This design comes from an exercise in tuning for small area, a short achievable clock period and few clock cycles on the open sky130 flow, not from production work. Function was checked by simulation only, so behaviour that the tests miss may differ from the original. Power figures rest on the tool's default switching activity, not on a simulated workload.

willow:
==> flow/design.v (excerpt) <==
module huffman (
	input  logic        clk,
	input  logic        reset,
	input  logic        gray_valid,
	input  logic [7:0]  gray_data,
	output logic        cnt_valid,
	output logic [47:0] cnt,           
	output logic        code_valid,
	output logic [47:0] hc,            
	output logic [47:0] m              
);
Settings: LEC_CHECK=0, CAP_MARGIN=20, CORE_MARGIN=2, CORE_UTILIZATION=40, CTS_BUF_LIST=sky130_fd_sc_hd__clkbuf_8, CTS_CLUSTER_DIAMETER=60, CTS_CLUSTER_SIZE=14, SETUP_SLACK_MARGIN=3.3, SLEW_MARGIN=20; clock period 6.0 ns.
standard.sh (not shown) runs the stock make flow with config.mk's settings and CLKGATE_MAP_FILE= SYNTH_SCRIPT=/design/flow/synth_recipe.tcl, a recipe that flattens the netlist after the stock synthesis.
==> flow/flow/run.sh <==
#!/bin/bash
# The standard layout, with the smallest plain buffer on the ports and the
# resizer free to change a cell's footprint (the platform holds it to the same
# footprint, which keeps the port buffers in the slow delay-buffer family).
set -euo pipefail
bash standard.sh MATCH_CELL_FOOTPRINT=0 \
	"BUFFER_PORTS_ARGS=-buffer_cell sky130_fd_sc_hd__buf_1" \
	finish > standard_flow.log 2>&1
Testbench counts of willow, summed over its fixed seeds: cycles 19,092.
Here is what was changed in the inputs of sierra compared with willow.
# willow
export LEC_CHECK = 0
export CAP_MARGIN = 20
export CORE_MARGIN = 2
export CORE_UTILIZATION = 40
export CTS_BUF_LIST = sky130_fd_sc_hd__clkbuf_8
export CTS_CLUSTER_DIAMETER = 60
export CTS_CLUSTER_SIZE = 14
export SETUP_SLACK_MARGIN = 3.3
export SLEW_MARGIN = 20
create_clock -name core_clock -period 6.0 [get_ports {clk}]
# sierra
export LEC_CHECK = 0
export CAP_MARGIN = 20
export CORE_MARGIN = 2
export CORE_UTILIZATION = 40
export CTS_CLUSTER_DIAMETER = 80
export CTS_CLUSTER_SIZE = 20
export SETUP_SLACK_MARGIN = 3.0
export SLEW_MARGIN = 20
create_clock -name core_clock -period 6.0 [get_ports {clk}]
Findings:
Any difference in non-clock inverter count in the final layout between willow and sierra is small enough to ignore. sierra vs. willow: sequential share of layout area higher; multi-input logic cell count flat; overall via count from detail_route now sits lower; wire length of the first global-routing pass moved down; minimum setup slack among reg-to-reg paths decreased by 0.26 ns relative to the old numbers. sierra reached the end of the flow, and the finished layout is clean on the timing, design-rule and antenna checks.
Setup changes, sierra to violet
# sierra
export LEC_CHECK = 0
export CAP_MARGIN = 20
export CORE_MARGIN = 2
export CORE_UTILIZATION = 40
export CTS_CLUSTER_DIAMETER = 80
export CTS_CLUSTER_SIZE = 20
export SETUP_SLACK_MARGIN = 3.0
export SLEW_MARGIN = 20
create_clock -name core_clock -period 6.0 [get_ports {clk}]
# violet
export LEC_CHECK = 0
export CAP_MARGIN = 20
export CORE_MARGIN = 2
export CORE_UTILIZATION = 55
export CTS_CLUSTER_DIAMETER = 80
export CTS_CLUSTER_SIZE = 20
export SETUP_SLACK_MARGIN = 3.3
export SLEW_MARGIN = 20
create_clock -name core_clock -period 6.0 [get_ports {clk}]
## What came out
- Delta (violet minus sierra): instance count on the critical path rose 1; global-route wire length before repair -250 µm; maximum clock frequency picked up an extra 5.1%; area growth from synthesis to layout up 1.9 points; multi-input logic area climbed 170 µm².
- Die area for violet is lower than for sierra.
- In the reports for violet and sierra, the larger combinational cell fraction of total power belongs to violet.
- Internal portion of total power: violet vs sierra up about 3.5%
--- input diff violet..ember ---
# violet
export LEC_CHECK = 0
export CAP_MARGIN = 20
export CORE_MARGIN = 2
export CORE_UTILIZATION = 55
export CTS_CLUSTER_DIAMETER = 80
export CTS_CLUSTER_SIZE = 20
export SETUP_SLACK_MARGIN = 3.3
export SLEW_MARGIN = 20
create_clock -name core_clock -period 6.0 [get_ports {clk}]
# ember
export LEC_CHECK = 0
export CAP_MARGIN = 20
export CORE_MARGIN = 2
export CORE_UTILIZATION = 40
export CTS_CLUSTER_DIAMETER = 80
export CTS_CLUSTER_SIZE = 20
export SETUP_SLACK_MARGIN = 3.3
export SLEW_MARGIN = 20
create_clock -name core_clock -period 6.0 [get_ports {clk}]
==> comparison <==
- ember reports its beginning of the critical path as tree_merger_i.run[4] while violet reports tree_merger_i.x[5].
- Least setup slack across all paths after layout in ember is 0.087 ns higher than in violet
- From violet to ember the numbers moved as follows: via count moved up, sequential power closely matched the old numbers.

========
Another version of the RTL of huffman (not shown whole).
Size: ~1400 cells after synthesis, about 200 flip-flops, ~160 I/O pins.
clock: 6.0 ns
lec_check: 0
cap_margin: 20
core_margin: 2
core_utilization: 40
cts_cluster_diameter: 90
cts_cluster_size: 25
setup_slack_margin: 3.2
slew_margin: 20
Scripts as last shown in full above: flow/flow/run.sh
The first run finished clean.
Testbench counts at the start, summed over its fixed seeds: cycles 19,476.
Then changed:
CORE_UTILIZATION = 60   (was 40)
CTS_CLUSTER_DIAMETER = 80   (was 90)
CTS_CLUSTER_SIZE = 20   (was 25)
What happened: Design area decreases by 0.73%. Via count increases by about 2%. Global-route usage increases by 9.2 points. Worst setup slack improves by 0.025 ns. Hold slack is about the same. Utilization increases by 22 points. Wire length decreases by 2.1%. Count of clock-buffer cells in the layout increases by 4. Area after synthesis does not change.

========
== build 70 ==
huffman again, from the RTL that the note above started with.
Settings: LEC_CHECK=0, CAP_MARGIN=20, CORE_MARGIN=2, CORE_UTILIZATION=40, CTS_CLUSTER_DIAMETER=100, CTS_CLUSTER_SIZE=30, SETUP_SLACK_MARGIN=3.2, SLEW_MARGIN=20; clock period 6.0 ns.
Scripts as last shown in full above: flow/flow/run.sh
The flow did not stop early for build 70: all stages ran, and the layout cleared the timing, design-rule and antenna checks.
Testbench counts of build 70, summed over its fixed seeds: cycles 19,476.
Edits applied to the flow inputs when going from build 70 to build 27:
- CTS_CLUSTER_DIAMETER removed (was 100)
- CTS_CLUSTER_SIZE removed (was 30)
- SETUP_SLACK_MARGIN changed from 3.2 to 3.4
Findings:
No run among build 70 and build 27 stopped early or left any final violation; all are clean.
Summary of build 27 over build 70: maximum frequency now larger; worst-case setup margin in the final layout climbed 110 ps.
Between build 70 and build 27, the flow reports total non-filler cell area in the finished layout increasing by a little under 10%.
Relative to build 70, via count of the first global-routing pass increased by 3.9% in build 27.
Taking build 70 over build 27, the maximum resistive drop on vdd ratio works out to 0.72.
When the final numbers for build 70 and build 27 were put side by side, the final worst-path cycle share turned out to be greater in build 70.
Cell with the biggest individual delay on the critical path = sky130_fd_sc_hd__edfxtp_1: build 70; cell with the biggest individual delay on the critical path = sky130_fd_sc_hd__or4_4: build 27
### build 27 -> build 56
- SETUP_SLACK_MARGIN changed from 3.4 to 3.5
==> flow/run.sh (new file) <==
#!/bin/bash
# synth_recipe.tcl (not shown) runs the flow's synth.tcl, then flattens the netlist and writes it again
# the make line also repeats each setting of config.mk as NAME=value (left out here)
make -C /OpenROAD-flow-scripts/flow DESIGN_CONFIG=/design/flow/config.mk WORK_HOME=/design/flow/orfs CLKGATE_MAP_FILE= SYNTH_SCRIPT=/design/flow/synth_recipe.tcl finish
removed: flow/flow/run.sh
removed: flow/standard.sh
==> comparison <==
- Looking at the reports, build 56 completed the entire flow and the layout it produced met the timing, design-rule and antenna checks.
- Diff build 27 -> build 56 | total CTS buffers | decrease of 1
- Of build 27 and build 56, the run reporting the higher cell count of the worst reg-to-reg path was build 56.
- In build 56, relative slew slack is lower than in build 27.
- Compared with build 27, in build 56 largest net degree at the start of global routing increased by 1 relative to the old numbers, clock power share moved down.
- Between build 56 and build 27, it is build 56 whose setup slack of the critical path after layout is lower, by 7.5 ps.
- Diff build 27 -> build 56: post-CTS setup buffer count grew by 69; power density over cell area down about 5.4%.
- Build 56 has detailed-route wire length on metal 1 above what build 27 had.
- Between build 56 and build 27, the worst slack on hold paths figures differ only marginally.
## Diff of input files: build 96 against build 56
- CTS_CLUSTER_SIZE now 20, previously not set
- CTS_CLUSTER_DIAMETER now 80, previously not set
- SETUP_SLACK_MARGIN now 3.0, was 3.5
==> flow/flow/run.sh (new file) <==
#!/bin/bash
# The standard layout, with the smallest plain buffer on the ports and the
# resizer free to change a cell's footprint (the platform holds it to the same
# footprint, which keeps the port buffers in the slow delay-buffer family).
set -euo pipefail
bash standard.sh MATCH_CELL_FOOTPRINT=0 \
	"BUFFER_PORTS_ARGS=-buffer_cell sky130_fd_sc_hd__buf_1" \
	finish > standard_flow.log 2>&1
==> flow/standard.sh (new file) <==
#!/bin/bash
# synth_recipe.tcl (not shown) runs the flow's synth.tcl, then flattens the netlist and writes it again
# the make line also repeats each setting of config.mk as NAME=value (left out here)
make -C /OpenROAD-flow-scripts/flow DESIGN_CONFIG=/design/flow/config.mk WORK_HOME=/design/flow/orfs CLKGATE_MAP_FILE= SYNTH_SCRIPT=/design/flow/synth_recipe.tcl "${@:-finish}"
removed: flow/run.sh
--- outcome ---
All of build 96 and build 56 finish clean. Taking build 56 as the reference, in build 96 count of non-CTS buffers in the layout decreased 46%, worst setup slack decreased 240 ps, fmax decreased 8.2%, fraction of standard cell area that is sequential increased 6.3 points.

========
## P
huffman again, from the RTL that the note above started with.
==> flow/config.mk <==
export PLATFORM = sky130hd
export DESIGN_NAME = huffman
export DESIGN_NICKNAME = huffman
export VERILOG_FILES = /design/flow/design.v
export SDC_FILE = /design/flow/constraint.sdc
export NUM_CORES = 4
export LEC_CHECK = 0
export CAP_MARGIN = 20
export CORE_MARGIN = 2
export CORE_UTILIZATION = 40
export CTS_CLUSTER_DIAMETER = 80
export CTS_CLUSTER_SIZE = 20
export SETUP_SLACK_MARGIN = 3.4
export SLEW_MARGIN = 20
==> flow/constraint.sdc <==
create_clock -name core_clock -period 6.0 [get_ports {clk}]
set_input_delay 1.2000 -clock core_clock [delete_from_list [all_inputs] [get_ports {clk}]]
set_output_delay 1.2000 -clock core_clock [all_outputs]
set_load 0.01 [all_outputs]
==> flow/flow/run.sh <==
#!/bin/bash
# The standard layout, with the smallest plain buffer on the ports and the
# resizer free to change a cell's footprint (the platform holds it to the same
# footprint, which keeps the port buffers in the slow delay-buffer family).
set -euo pipefail
bash standard.sh MATCH_CELL_FOOTPRINT=0 \
	"BUFFER_PORTS_ARGS=-buffer_cell sky130_fd_sc_hd__buf_1" \
	finish > standard_flow.log 2>&1
The final layout from P, which completed every stage, passed the timing, design-rule and antenna checks at the end of the flow.
Testbench counts of P, summed over its fixed seeds: cycles 19,476.
Input-level comparison between Q and P:
- SETUP_SLACK_MARGIN changed from 3.4 to 3.6
- CTS_CLUSTER_SIZE removed (was 20)
- CTS_CLUSTER_DIAMETER removed (was 80)
Results
The slew at the pin closest to its max-slew limit in Q was higher than what P gave. Internal power is higher on Q. Number of cells produced by synthesis came out exactly the same in P and Q. P -> Q: clock latency on the worst-skew pair flat.
Relative to Q, the following input files were edited for R:
- SETUP_SLACK_MARGIN now 3.4, was 3.6
- CTS_CLUSTER_SIZE now 30, previously not set
- CTS_CLUSTER_DIAMETER now 100, previously not set
### Flow results
As of R, number of vias per cell after detailed routing had fallen slightly compared to Q. Proportion of total power due to net switching (R over Q): increase, 2.3 points. Summary: with Q as the reference, worst supply voltage drop on vdd in R moved up slightly. Per the comparison of R with Q, setup slack higher; total met3 wirelength after detailed routing shows a reduction of 18%; average size of a mapped cell flat.
Inputs modified between R and S:
- swapping 3.4 for 3.2 in SETUP_SLACK_MARGIN
- swapping 100 for 80 in CTS_CLUSTER_DIAMETER
- swapping 30 for 20 in CTS_CLUSTER_SIZE
==> run notes <==
S against R: net switching component of the power now smaller, met2 layer usage reported by global route has decreased, register-to-register slack -0.07 ns. Looking at clock skew across both flows, S is the stronger of the two, with R trailing. Of R and S, S shows the lower non-clock buffer count, with R above it. Comparing met2 wirelength from detailed routing for R and S, the smaller number came from S.

what the ideal ports hide:
The flow's constraints put no driver on any port. The routed layouts listed below were extracted and timed again, unchanged, in two steps.
Step 1 sets driving cells, clkbuf_16 on the clock port and buf_2 on the other inputs (assumed; they add their load-dependent delay and slew).
Step 2 moves the port delays by t, midway between the first and last clock arrival at a register: inputs arrive t later, outputs are due t later. That takes back most of the time a late clock gives input paths.
Three values: ideal ports, drivers, drivers and shift; two values: the first two.
run | t, ns | setup slack, ns | hold slack, ns | clock arrival spread, ns | slew at the worst register clock pin (ns)
willow | 0.597 | 3.378 / 3.378 / 2.998 | 0.446 / 0.446 / 0.446 | 0.031 / 0.031 | 0.10 / 0.10
sierra | 0.532 | 3.118 / 3.118 / 2.698 | 0.425 / 0.425 / 0.425 | 0.021 / 0.021 | 0.09 / 0.09
violet | 0.528 | 3.257 / 3.257 / 3.015 | 0.440 / 0.440 / 0.440 | 0.020 / 0.020 | 0.09 / 0.09
ember | 0.551 | 3.344 / 3.344 / 3.017 | 0.432 / 0.432 / 0.432 | 0.033 / 0.032 | 0.09 / 0.09
the first run of note 2 | 0.527 | 3.201 / 3.201 / 2.849 | 0.441 / 0.441 / 0.441 | 0.049 / 0.050 | 0.11 / 0.11
the second run of note 2 | 0.528 | 3.226 / 3.202 / 2.942 | 0.443 / 0.443 / 0.443 | 0.019 / 0.020 | 0.09 / 0.09
build 70 | 0.528 | 3.230 / 3.230 / 2.873 | 0.459 / 0.459 / 0.459 | 0.020 / 0.019 | 0.12 / 0.12
build 27 | 0.583 | 3.342 / 3.342 / 3.081 | 0.450 / 0.450 / 0.450 | 0.019 / 0.020 | 0.06 / 0.06
build 56 | 0.579 | 3.335 / 3.335 / 3.014 | 0.448 / 0.448 / 0.448 | 0.020 / 0.020 | 0.06 / 0.06
build 96 | 0.534 | 3.096 / 3.089 / 2.676 | 0.460 / 0.460 / 0.460 | 0.028 / 0.029 | 0.09 / 0.09
P | 0.551 | 3.248 / 3.248 / 3.071 | 0.455 / 0.455 / 0.455 | 0.029 / 0.029 | 0.09 / 0.09
Q | 0.568 | 3.154 / 3.154 / 3.101 | 0.441 / 0.441 / 0.441 | 0.012 / 0.012 | 0.07 / 0.07
R | 0.530 | 3.324 / 3.324 / 3.085 | 0.461 / 0.461 / 0.461 | 0.025 / 0.025 | 0.12 / 0.12
S | 0.529 | 3.249 / 3.249 / 2.858 | 0.450 / 0.450 / 0.450 | 0.020 / 0.020 | 0.09 / 0.09
After both steps setup and hold are still met in every run listed.
